This design comes from an exercise in tuning for small area on the open sky130 flow, not from production work.
In this exercise RTL edits were held to simulation tests only and were not proved equivalent to the original.
No activity file was given, so power comes from the tool's default toggle rates.

Design us_frontend_top, start of the top module:
module us_frontend_top (
	input  logic                                 clk,
	input  logic                                 rst_n,
	input  logic                                 bf_spi_start,           
	input  logic                                 bf_tx_en,               
	input  logic [us_pkg::BF_DATA_WIDTH-1:0]      data_in,
	input  logic [us_pkg::BF_BIT_COUNT_WIDTH-1:0] num_of_bit,
	input  logic [us_pkg::ACQ_CNT_WIDTH-1:0]      adc_start_length,
	input  logic [us_pkg::ACQ_CNT_WIDTH-1:0]      adc_init_delay,
	input  logic [us_pkg::ACQ_CNT_WIDTH-1:0]      adc_samples_per_echo,
	input  logic                                 spi_sdi,
	output logic                                 spi_cs_n,
	output logic                                 spi_sck,
	output logic                                 spi_sdo,
	output logic                                 bf_spi_done,
	output logic [us_pkg::BF_DATA_WIDTH-1:0]      rd_data,
	output logic                                 bf_tx_en_pin,           
	output logic                                 fifo_en,                
	output logic                                 fsm_done
);
Size: roughly 110 flip-flops, roughly 220 I/O pins, ~4300 sq um of cells after synthesis.
export LEC_CHECK = 0
export CAP_MARGIN = 20
export CORE_MARGIN = 2
export CORE_UTILIZATION = 40
export CTS_BUF_LIST = sky130_fd_sc_hd__clkbuf_16
export CTS_CLUSTER_DIAMETER = 300
export CTS_CLUSTER_SIZE = 60
export SLEW_MARGIN = 20
create_clock -name core_clock -period 5.0 [get_ports {clk}]
standard.sh (not shown) runs the stock make flow with config.mk's settings and CLKGATE_MAP_FILE= SYNTH_SCRIPT=/design/flow/synth_recipe.tcl, a recipe that flattens the netlist after the stock synthesis.
==> flow/flow/run.sh <==
#!/bin/bash
# Standard layout with two changes:
#  - synthesis maps the logic with flow/abc_area.script (area-oriented
#    ABC mapping) instead of ORFS's speed script; everything else in the
#    synthesis, including the register mapping and names, is the standard one
#  - the smallest buffer (buf_1) on every port
set -euo pipefail
W=$(pwd)
sed 's|^  log_cmd abc {\*}\$abc_args$|  set abc_args [lreplace $abc_args 1 1 '"$W"'/flow/abc_area.script]\n  log_cmd abc {*}$abc_args|' \
	"$FLOW_HOME/scripts/synth.tcl" > "$W/synth_area.tcl"
grep -q "flow/abc_area.script" "$W/synth_area.tcl"
sed 's|source \$::env(SCRIPTS_DIR)/synth.tcl|source '"$W"'/synth_area.tcl|' "$W/synth_recipe.tcl" > "$W/area_synth.tcl"
grep -q "synth_area.tcl" "$W/area_synth.tcl"
bash standard.sh SYNTH_SCRIPT="$W/area_synth.tcl" \
	BUFFER_PORTS_ARGS="-buffer_cell sky130_fd_sc_hd__buf_1" finish > standard.log 2>&1
==> flow/flow/abc_area.script <==
&get -n
&st
&dch
&nf -R 1000 -p -C 32
&put
The starting point finished with timing, DRC and antenna clean.
Change:
--- a/flow/flow/run.sh
+++ b/flow/flow/run.sh
@@ -13,3 +13,3 @@
 grep -q "synth_area.tcl" "$W/area_synth.tcl"
 bash standard.sh SYNTH_SCRIPT="$W/area_synth.tcl" \
-	BUFFER_PORTS_ARGS="-buffer_cell sky130_fd_sc_hd__buf_1" finish > standard.log 2>&1
+	BUFFER_PORTS_ARGS="-buffer_cell sky130_fd_sc_hd__buf_1" CTS_ARGS="-buf_list sky130_fd_sc_hd__clkbuf_4 -root_buf sky130_fd_sc_hd__clkbuf_8 -sink_clustering_enable -sink_clustering_size 20 -sink_clustering_max_diameter 100 -repair_clock_nets" finish > standard.log 2>&1
--- a/flow/config.mk
+++ b/flow/config.mk
@@ -9,6 +9,4 @@
 export CORE_MARGIN = 2
 export CORE_UTILIZATION = 40
-export CTS_BUF_LIST = sky130_fd_sc_hd__clkbuf_16
-export CTS_CLUSTER_DIAMETER = 300
-export CTS_CLUSTER_SIZE = 60
+export CTS_BUF_LIST = sky130_fd_sc_hd__clkbuf_8
 export SLEW_MARGIN = 20
Wire length stays flat.
Worst setup slack stays flat.
Sequential cell count is unchanged.
Synthesized cell count does not change.
Change:
--- a/flow/flow/run.sh
+++ b/flow/flow/run.sh
@@ -13,3 +13,3 @@
 grep -q "synth_area.tcl" "$W/area_synth.tcl"
 bash standard.sh SYNTH_SCRIPT="$W/area_synth.tcl" \
-	BUFFER_PORTS_ARGS="-buffer_cell sky130_fd_sc_hd__buf_1" CTS_ARGS="-buf_list sky130_fd_sc_hd__clkbuf_4 -root_buf sky130_fd_sc_hd__clkbuf_8 -sink_clustering_enable -sink_clustering_size 20 -sink_clustering_max_diameter 100 -repair_clock_nets" finish > standard.log 2>&1
+	BUFFER_PORTS_ARGS="-buffer_cell sky130_fd_sc_hd__buf_1" finish > standard.log 2>&1
Result: Total power does not change. Global-route usage stays the same. Via count stays the same.

[static timing again, ports no longer ideal]
How much do the figures lean on ideal ports? The routed layouts below were timed once more, with nothing changed but the port constraints.
Step 1, drivers: a clkbuf_16 drives clk and a buf_2 each remaining input, both assumed.
Step 2, shift: input delay + t, output delay - t, t = (earliest + latest rising clock arrival at the registers) / 2. This alone moves slack from input paths to output paths.
Three values: ideal ports, drivers, drivers and shift; two values: the first two.
run | t, ns | setup slack, ns | worst hold slack (ns)
the first run | 0.374 | 0.869 / 0.869 / 0.869 | 0.482 / 0.482 / 0.482
the second run | 0.386 | 0.869 / 0.869 / 0.869 | 0.489 / 0.489 / 0.489
the third run | 0.386 | 0.869 / 0.869 / 0.869 | 0.489 / 0.489 / 0.489
After both steps setup and hold are still met in every run listed.
